Background: an optimization exercise with open tools, aiming at small area, a short achievable clock period and few clock cycles per item. Do not read the settings as production practice. At most, simulation tests tie the RTL to the original design; equivalence was not proved. No activity file was given, so power comes from the tool's default toggle rates.

== delta ==
// go_board_top
module go_board_top
#(
    parameter int BOARD_DIM = 9
)
(
    input  logic              clk_in,
    input  logic              rst_in,
    input  logic              move_strobe,
    input  logic [MOVE_W-1:0] move_in,
    output logic [2*BOARD_DIM*BOARD_DIM-1:0] board_out,
    output logic              turn,
    output logic              busy,
    output logic              move_done,
    output logic              move_rejected,
    output logic [CAPT_W-1:0] black_captures,
    output logic [CAPT_W-1:0] white_captures
);
For scale: ~4,200 cells after synthesis, roughly 190 I/O pins, ~24,000 µm² of cells after synthesis.
export LEC_CHECK = 0
export ABC_AREA = 1
export CAP_MARGIN = 20
export CORE_MARGIN = 2
export CORE_UTILIZATION = 55
export SLEW_MARGIN = 20
create_clock -name core_clock -period 11.0 [get_ports {clk_in}]
standard.sh (not shown) runs the stock make flow with config.mk's settings and CLKGATE_MAP_FILE= SYNTH_SCRIPT=/design/flow/synth_recipe.tcl, a recipe that flattens the netlist after the stock synthesis.
==> flow/flow/run.sh <==
#!/bin/bash
# The standard layout with two changes: the port buffers that global
# placement inserts are plain buf_1 cells rather than the default pick (a
# clkdlybuf4s50, larger and slower), and timing repair aims 6.3 ns below the
# clock period. Make's whole output goes to standard.log.
set -euo pipefail
bash standard.sh "BUFFER_PORTS_ARGS=-buffer_cell sky130_fd_sc_hd__buf_1" SETUP_SLACK_MARGIN=6.3 finish > standard.log 2>&1
delta did not finish; the tool stopped in 5_1_grt with error GRT-0232.
Testbench counts of delta, summed over its fixed seeds: cycles 6,496, moves 2,387.
Setup changes, delta to willow
Settings: CTS_BUF_LIST now sky130_fd_sc_hd__clkbuf_16, previously not set; CTS_CLUSTER_DIAMETER now 100, previously not set; CTS_CLUSTER_SIZE now 24, previously not set.
==> flow/flow/run.sh <==
#!/bin/bash
# The standard layout with two changes: the port buffers that global
# placement inserts are plain buf_1 cells rather than the default pick (a
# clkdlybuf4s50, larger and slower), and timing repair aims 5.7 ns below the
# clock period. Make's whole output goes to standard.log.
set -euo pipefail
bash standard.sh "BUFFER_PORTS_ARGS=-buffer_cell sky130_fd_sc_hd__buf_1" SETUP_SLACK_MARGIN=5.7 finish > standard.log 2>&1
--- outcome ---
In summary, willow completed successfully, with a layout that passed the timing, DRC and antenna checks. Of willow and delta, delta shows the higher worst slack after detailed placement, with willow below it. willow — buffers inserted during post-CTS setup optimization 26 lower, delta as reference. HPWL after detailed placement (lower): willow. [willow] post-cts sizing count fell 164 relative to delta. Diff delta -> willow: async set or reset register ratio after synthesis level; number of buffers added by the clock tree synthesis step has decreased; adder-cell share of the synthesized area held steady; number of levels the H-tree was split into shrank by 1.
Input changes introduced in quartz (baseline for comparison: willow):
Settings: a deleted CTS_CLUSTER_DIAMETER that had been 100; a deleted CTS_CLUSTER_SIZE that had been 24; a deleted CTS_BUF_LIST that had been sky130_fd_sc_hd__clkbuf_16.
[summary]
Synthesized cell count came out exactly the same in willow and quartz. Post-layout minimum cycle time up 0.12 ns in quartz wrt willow. Power delta (quartz − willow): unfavourable. The run showing the greater post-CTS clock slew at the launch and capture registers of the worst setup and hold paths is willow. Main power-consuming group = the clock network: quartz; main power-consuming group = sequential cells: willow. Total non-filler cell area in the finished layout was lower in willow than in quartz.
For violet, these inputs were changed with respect to quartz:
Settings: SETUP_SLACK_MARGIN now 5, previously not set; CTS_BUF_LIST now sky130_fd_sc_hd__clkbuf_16, previously not set; CTS_CLUSTER_SIZE now 24, previously not set; CTS_CLUSTER_DIAMETER now 100, previously not set.
==> flow/flow/run.sh <==
#!/bin/bash
# The standard layout, with one change: the port buffers that global
# placement inserts are plain buf_1 cells rather than the default pick (a
# clkdlybuf4s50, larger and slower). Make's whole output goes to standard.log.
set -euo pipefail
bash standard.sh "BUFFER_PORTS_ARGS=-buffer_cell sky130_fd_sc_hd__buf_1" finish > standard.log 2>&1
==> results.txt <==
- Across violet and quartz, none had a timing, DRC or antenna violation.
- Category of the most critical setup path: flop to flop -> violet, primary input to flop -> quartz
- Against quartz, violet reports a multi-input gate share of the layout cell area that is higher.
- Diff quartz -> violet: number of H-tree levels dropped 1, final worst hold slack climbed 0.014 ns, global routing usage on met3 dropped 2.3 points, overall power after layout dropped 23%, flip-flop and latch area barely changed.
- In violet the final cycle utilization of the critical path turned out 4.9 points higher than in quartz.
- [compare] base=quartz new=violet: clock-buffer cell count lower, share of cells above drive strength 1 lower, number of global-route vias before repair lower.
What amber does differently from violet at the input level:
Settings: removing CTS_CLUSTER_SIZE (formerly 24); removing CTS_CLUSTER_DIAMETER (formerly 100); removing CTS_BUF_LIST (formerly sky130_fd_sc_hd__clkbuf_16).
==> results.txt <==
Summary of amber over violet: design area saw an increase; first-iteration DRC count increased by 216 relative to the old numbers; minimum hold slack went down by 0.018 ns; proportion of layout cells with a drive suffix above 1 higher; final core utilization +1.8 points. Between violet and amber, the flow reports wire length of the first global-routing pass increasing slightly. The share of final layout cell area taken by non-clock buffers was comparable across amber and violet. After detailed routing, violet needs less wire than amber. amber against violet; total of plain and repair buffers excluding clock buffers is up slightly. Global routing usage on met3 is lower on violet.

## v30
The RTL this note starts from:
==> flow/design.v <==
package go_pkg;
    localparam logic [1:0] CELL_EMPTY = 2'b00;
    localparam logic [1:0] CELL_BLACK = 2'b01;
    localparam logic [1:0] CELL_WHITE = 2'b10;
    localparam int COORD_W = 4;
    localparam int MOVE_W  = 2 * COORD_W;
    localparam int CAPT_W  = 8;
endpackage
import go_pkg::*;
module go_board_top
#(
    parameter int BOARD_DIM = 9
)
(
    input  logic              clk_in,
    input  logic              rst_in,
    input  logic              move_strobe,
    input  logic [MOVE_W-1:0] move_in,
    output logic [2*BOARD_DIM*BOARD_DIM-1:0] board_out,
    output logic              turn,
    output logic              busy,
    output logic              move_done,
    output logic              move_rejected,
    output logic [CAPT_W-1:0] black_captures,
    output logic [CAPT_W-1:0] white_captures
);
    localparam int N      = BOARD_DIM;
    localparam int CELLS  = N * N;
    localparam int FILL_A = 0;
    localparam int FILL_B = 2;
    logic [CELLS-1:0]  blk_q;
    logic [CELLS-1:0]  wht_q;
    logic [CELLS-1:0]  occ_q;
    logic [CELLS-1:0]  dead_q;
    logic              opp_dies_q;
    logic              removing;
    logic [6:0]        count_q;
    logic              count_valid_q;
    logic              white_died_q;
    logic [CAPT_W-1:0] bcap_q;
    logic [CAPT_W-1:0] wcap_q;
    assign occ_q = blk_q | wht_q;
    always_comb
    begin
        for (int i = 0; i < CELLS; i++)
            board_out[2*i +: 2] = {wht_q[i], blk_q[i]};
    end
    function automatic logic [CELLS-1:0] links_h(input logic [CELLS-1:0] bk,
                                                 input logic [CELLS-1:0] wt);
        logic [CELLS-1:0] l;
        l = '0;
        for (int r = 0; r < N; r++)
            for (int c = 0; c < N - 1; c++)
                l[r*N+c] = (bk[r*N+c] & bk[r*N+c+1]) | (wt[r*N+c] & wt[r*N+c+1]);
        links_h = l;
    endfunction
    function automatic logic [CELLS-1:0] links_v(input logic [CELLS-1:0] bk,
                                                 input logic [CELLS-1:0] wt);
        logic [CELLS-1:0] l;
        l = '0;
        for (int r = 0; r < N - 1; r++)
            for (int c = 0; c < N; c++)
                l[r*N+c] = (bk[r*N+c] & bk[r*N+c+N]) | (wt[r*N+c] & wt[r*N+c+N]);
        links_v = l;
    endfunction
    function automatic logic [CELLS-1:0] seeds(input logic [CELLS-1:0] occ);
        logic [CELLS-1:0] s;
        for (int r = 0; r < N; r++)
        begin
            for (int c = 0; c < N; c++)
            begin
                s[r*N+c] = 1'b0;
                if (r > 0)     s[r*N+c] = s[r*N+c] | ~occ[r*N+c-N];
                if (r < N - 1) s[r*N+c] = s[r*N+c] | ~occ[r*N+c+N];
                if (c > 0)     s[r*N+c] = s[r*N+c] | ~occ[r*N+c-1];
                if (c < N - 1) s[r*N+c] = s[r*N+c] | ~occ[r*N+c+1];
            end
        end
        seeds = s & occ;
    endfunction
    function automatic logic [CELLS-1:0] spread_rows(input logic [CELLS-1:0] a,
                                                     input logic [CELLS-1:0] lk);
        logic [CELLS-1:0] f;
        logic [CELLS-1:0] b;
        for (int r = 0; r < N; r++)
        begin
            f[r*N] = a[r*N];
            for (int c = 1; c < N; c++)
                f[r*N+c] = a[r*N+c] | (lk[r*N+c-1] & f[r*N+c-1]);
            b[r*N+N-1] = a[r*N+N-1];
            for (int c = N - 2; c >= 0; c--)
                b[r*N+c] = a[r*N+c] | (lk[r*N+c] & b[r*N+c+1]);
        end
        spread_rows = f | b;
    endfunction
    function automatic logic [CELLS-1:0] spread_cols(input logic [CELLS-1:0] a,
                                                     input logic [CELLS-1:0] lk);
        logic [CELLS-1:0] f;
        logic [CELLS-1:0] b;
        for (int c = 0; c < N; c++)
        begin
            f[c] = a[c];
            for (int r = 1; r < N; r++)
                f[r*N+c] = a[r*N+c] | (lk[r*N+c-N] & f[r*N+c-N]);
            b[(N-1)*N+c] = a[(N-1)*N+c];
            for (int r = N - 2; r >= 0; r--)
                b[r*N+c] = a[r*N+c] | (lk[r*N+c] & b[r*N+c+N]);
        end
        spread_cols = f | b;
    endfunction
    function automatic logic [CELLS-1:0] can_grow(input logic [CELLS-1:0] a,
                                                  input logic [CELLS-1:0] lh,
                                                  input logic [CELLS-1:0] lv);
        logic [CELLS-1:0] g;
        for (int r = 0; r < N; r++)
        begin
            for (int c = 0; c < N; c++)
            begin
                g[r*N+c] = 1'b0;
                if (c > 0)     g[r*N+c] = g[r*N+c] | (lh[r*N+c-1] & a[r*N+c-1]);
                if (c < N - 1) g[r*N+c] = g[r*N+c] | (lh[r*N+c] & a[r*N+c+1]);
                if (r > 0)     g[r*N+c] = g[r*N+c] | (lv[r*N+c-N] & a[r*N+c-N]);
                if (r < N - 1) g[r*N+c] = g[r*N+c] | (lv[r*N+c] & a[r*N+c+N]);
            end
        end
        can_grow = g & ~a;
    endfunction
    logic [N-1:0]        row_hot;
    logic [N-1:0]        col_hot;
    logic [CELLS-1:0]    place;
    logic [CELLS-1:0]    blk1;
    logic [CELLS-1:0]    wht1;
    logic [CELLS-1:0]    occ1;
    logic                legal;
    logic [FILL_A:0][CELLS-1:0] mark_a;
    always_comb
    begin
        for (int i = 0; i < N; i++)
        begin
            row_hot[i] = (move_in[COORD_W +: COORD_W] == COORD_W'(i));
            col_hot[i] = (move_in[COORD_W-1:0] == COORD_W'(i));
        end
        for (int r = 0; r < N; r++)
            for (int c = 0; c < N; c++)
                place[r*N+c] = move_strobe & row_hot[r] & col_hot[c] & ~occ_q[r*N+c];
        legal = ~busy & (|place);
        blk1  = blk_q | (place & {CELLS{~turn}});
        wht1  = wht_q | (place & {CELLS{turn}});
        occ1  = blk1 | wht1;
        mark_a[0] = seeds(occ1);
        for (int s = 0; s < FILL_A; s++)
        begin
            if (s % 2 == 0)
                mark_a[s+1] = spread_rows(mark_a[s], links_h(blk1, wht1));
            else
                mark_a[s+1] = spread_cols(mark_a[s], links_v(blk1, wht1));
        end
    end
    logic [CELLS-1:0]    lh_q;
    logic [CELLS-1:0]    lv_q;
    logic [FILL_B:0][CELLS-1:0] mark_b;
    logic                settled;
    logic [CELLS-1:0]    unmarked;
    logic [CELLS-1:0]    opp_q;
    logic                any_dead;
    logic                opp_dies;
    always_comb
    begin
        lh_q = links_h(blk_q, wht_q);
        lv_q = links_v(blk_q, wht_q);
        mark_b[0] = occ_q & ~dead_q;
        for (int s = 0; s < FILL_B; s++)
        begin
            if ((s + FILL_A) % 2 == 0)
                mark_b[s+1] = spread_rows(mark_b[s], lh_q);
            else
                mark_b[s+1] = spread_cols(mark_b[s], lv_q);
        end
        settled  = ~(|can_grow(mark_b[FILL_B], lh_q, lv_q));
        unmarked = occ_q & ~mark_b[FILL_B];
        opp_q    = turn ? blk_q : wht_q;
        any_dead = |unmarked;
        opp_dies = |(unmarked & opp_q);
    end
    logic [CELLS-1:0] dead;
    logic [6:0]       removed;
    always_comb
    begin
        dead    = dead_q & (opp_q | {CELLS{~opp_dies_q}});
        removed = '0;
        for (int i = 0; i < CELLS; i++)
            removed = removed + 7'(dead[i]);
    end
    logic [CAPT_W:0] bsum;
    logic [CAPT_W:0] wsum;
    always_comb
    begin
        bsum = {1'b0, bcap_q} + (CAPT_W+1)'(count_q);
        wsum = {1'b0, wcap_q} + (CAPT_W+1)'(count_q);
        black_captures = bcap_q;
        white_captures = wcap_q;
        if (count_valid_q)
        begin
            if (white_died_q)
                black_captures = bsum[CAPT_W] ? '1 : bsum[CAPT_W-1:0];
            else
                white_captures = wsum[CAPT_W] ? '1 : wsum[CAPT_W-1:0];
        end
    end
    always_ff @(posedge clk_in)
    begin
        if (rst_in)
        begin
            blk_q         <= '0;
            wht_q         <= '0;
            turn          <= 1'b0;
            busy          <= 1'b0;
            removing      <= 1'b0;
            move_done     <= 1'b0;
            move_rejected <= 1'b0;
            count_valid_q <= 1'b0;
            bcap_q        <= '0;
            wcap_q        <= '0;
        end
        else
        begin
            move_rejected <= move_strobe & ~legal;
            bcap_q        <= black_captures;
            wcap_q        <= white_captures;
            move_done     <= 1'b0;
            count_valid_q <= 1'b0;
            if (!busy)
            begin
                busy  <= legal;
                blk_q <= blk1;
                wht_q <= wht1;
            end
            else if (removing)
            begin
                busy          <= 1'b0;
                removing      <= 1'b0;
                move_done     <= 1'b1;
                count_valid_q <= 1'b1;
                turn          <= ~turn;
                blk_q         <= blk_q & ~dead;
                wht_q         <= wht_q & ~dead;
            end
            else if (settled)
            begin
                if (any_dead)
                    removing <= 1'b1;
                else
                begin
                    busy      <= 1'b0;
                    move_done <= 1'b1;
                    turn      <= ~turn;
                end
            end
        end
    end
    always_ff @(posedge clk_in)
    begin
        if (!busy)
            dead_q <= occ1 & ~mark_a[FILL_A];
        else if (!removing)
            dead_q <= unmarked;
        opp_dies_q   <= opp_dies;
        count_q      <= removed;
        white_died_q <= turn ^ opp_dies_q;
    end
endmodule
==> flow/config.mk <==
export PLATFORM = sky130hd
export DESIGN_NAME = go_board_top
export DESIGN_NICKNAME = go_board_top
export VERILOG_FILES = /design/flow/design.v
export SDC_FILE = /design/flow/constraint.sdc
export NUM_CORES = 4
export LEC_CHECK = 0
export CAP_MARGIN = 20
export CORE_MARGIN = 2
export CORE_UTILIZATION = 40
export SLEW_MARGIN = 20
==> flow/constraint.sdc <==
create_clock -name core_clock -period 11.0 [get_ports {clk_in}]
set_input_delay 2.2000 -clock core_clock [delete_from_list [all_inputs] [get_ports {clk_in}]]
set_output_delay 2.2000 -clock core_clock [all_outputs]
set_load 0.01 [all_outputs]
run.sh (not shown) runs the stock make flow with config.mk's settings and CLKGATE_MAP_FILE= SYNTH_SCRIPT=/design/flow/synth_recipe.tcl, a recipe that flattens the netlist after the stock synthesis.
Stock flow here: none of the scripts above is used.
diff inputs: v30 => v24
diff --git a/flow/config.mk b/flow/config.mk
--- a/flow/config.mk
+++ b/flow/config.mk
@@ -7,2 +7,3 @@
 export LEC_CHECK = 0
+export ABC_AREA = 1
 export CAP_MARGIN = 20
@@ -10,2 +11,3 @@
 export CORE_UTILIZATION = 40
+export SETUP_SLACK_MARGIN = 5
 export SLEW_MARGIN = 20
Results
In v24, the cell count came out 6.3% above the value in v30.
v30 ended up with a21boi_1 as its highest-delay cell along the critical path; v24 ended up with dfxtp_1.
Wire length of v24 falls short of that of v30 by more than a quarter.
From v30 to v24 the numbers moved as follows: post-layout total power higher, post-synthesis compound-gate area fraction decreased by 16 points relative to the old numbers, leakage power went up by 3.5 nW, worst hold slack shows a reduction of 0.13 ns.
The clock group share of total power reported for v24 is smaller than that of v30 by 6.5 points.
--- input diff v24..v12 ---
diff --git a/flow/config.mk b/flow/config.mk
--- a/flow/config.mk
+++ b/flow/config.mk
@@ -7,3 +7,2 @@
 export LEC_CHECK = 0
-export ABC_AREA = 1
 export CAP_MARGIN = 20
Results
v12: all stages complete, timing, DRC and antenna checks passed. Worst-case setup margin in the final layout ended up 0.038 ns lower on v12 than on v24. As far as share of async-settable or async-resettable flops after synthesis goes, v12 and v24 are indistinguishable; the numbers are identical. Worst-case setup slack after placement was higher in v24 than in v12. v12 ends up with a power dissipated by switching net loads that is 21% lower than in v24. For clock buffer instance count of the final layout, dividing the value from v24 by the value from v12 gives 1.5. v12 vs v24, dominant combinational cell family by area after synthesis: compound AO/OA/AOI/OAI gates vs simple AND/OR/NAND/NOR gates. Relative to v24, total power decreased by about 11% in v12.
No run of this note included a check of the RTL's function; only the layout flow was run.

==> separate check: timing with driven ports <==
The results above use ideal ports. As a check the final layouts listed here were re-extracted and re-timed, cells and wires unchanged. Step 1 (the two cells are an assumption about what drives the block):
set clk [get_ports {clk_in}]
set_driving_cell -lib_cell sky130_fd_sc_hd__clkbuf_16 $clk
set_driving_cell -lib_cell sky130_fd_sc_hd__buf_2 [delete_from_list [all_inputs] $clk]
Step 2 adds t to the input delays and takes it off the output delays; t is the mean of the earliest and latest rising clock arrival at the registers after step 1. Input paths then give back, and output paths get back, about the clock's delay inside the block. Slacks: ideal / step 1 / step 2; pairs: ideal / step 1.
| run | t (ns) | setup slack, ns | worst register clock-pin slew, ns |
|---|---|---|---|
| willow | 0.615 | 5.685 / 5.682 / 5.175 | 0.11 / 0.11 |
| quartz | 0.638 | 5.561 / 5.588 / 4.950 | 0.07 / 0.07 |
| violet | 0.617 | 5.024 / 5.024 / 4.744 | 0.11 / 0.11 |
| amber | 0.637 | 5.143 / 5.143 / 4.684 | 0.07 / 0.07 |
| v30 | 0.659 | 2.596 / 2.596 / 2.596 | 0.07 / 0.07 |
| v24 | 0.649 | 4.054 / 4.054 / 4.054 | 0.06 / 0.06 |
| v12 | 0.663 | 4.016 / 4.016 / 4.016 | 0.07 / 0.07 |
After both steps setup and hold are still met in every run listed. The setup slack of quartz, which loses most, moves by +0.027 ns with the drivers and by -0.611 ns with both steps.
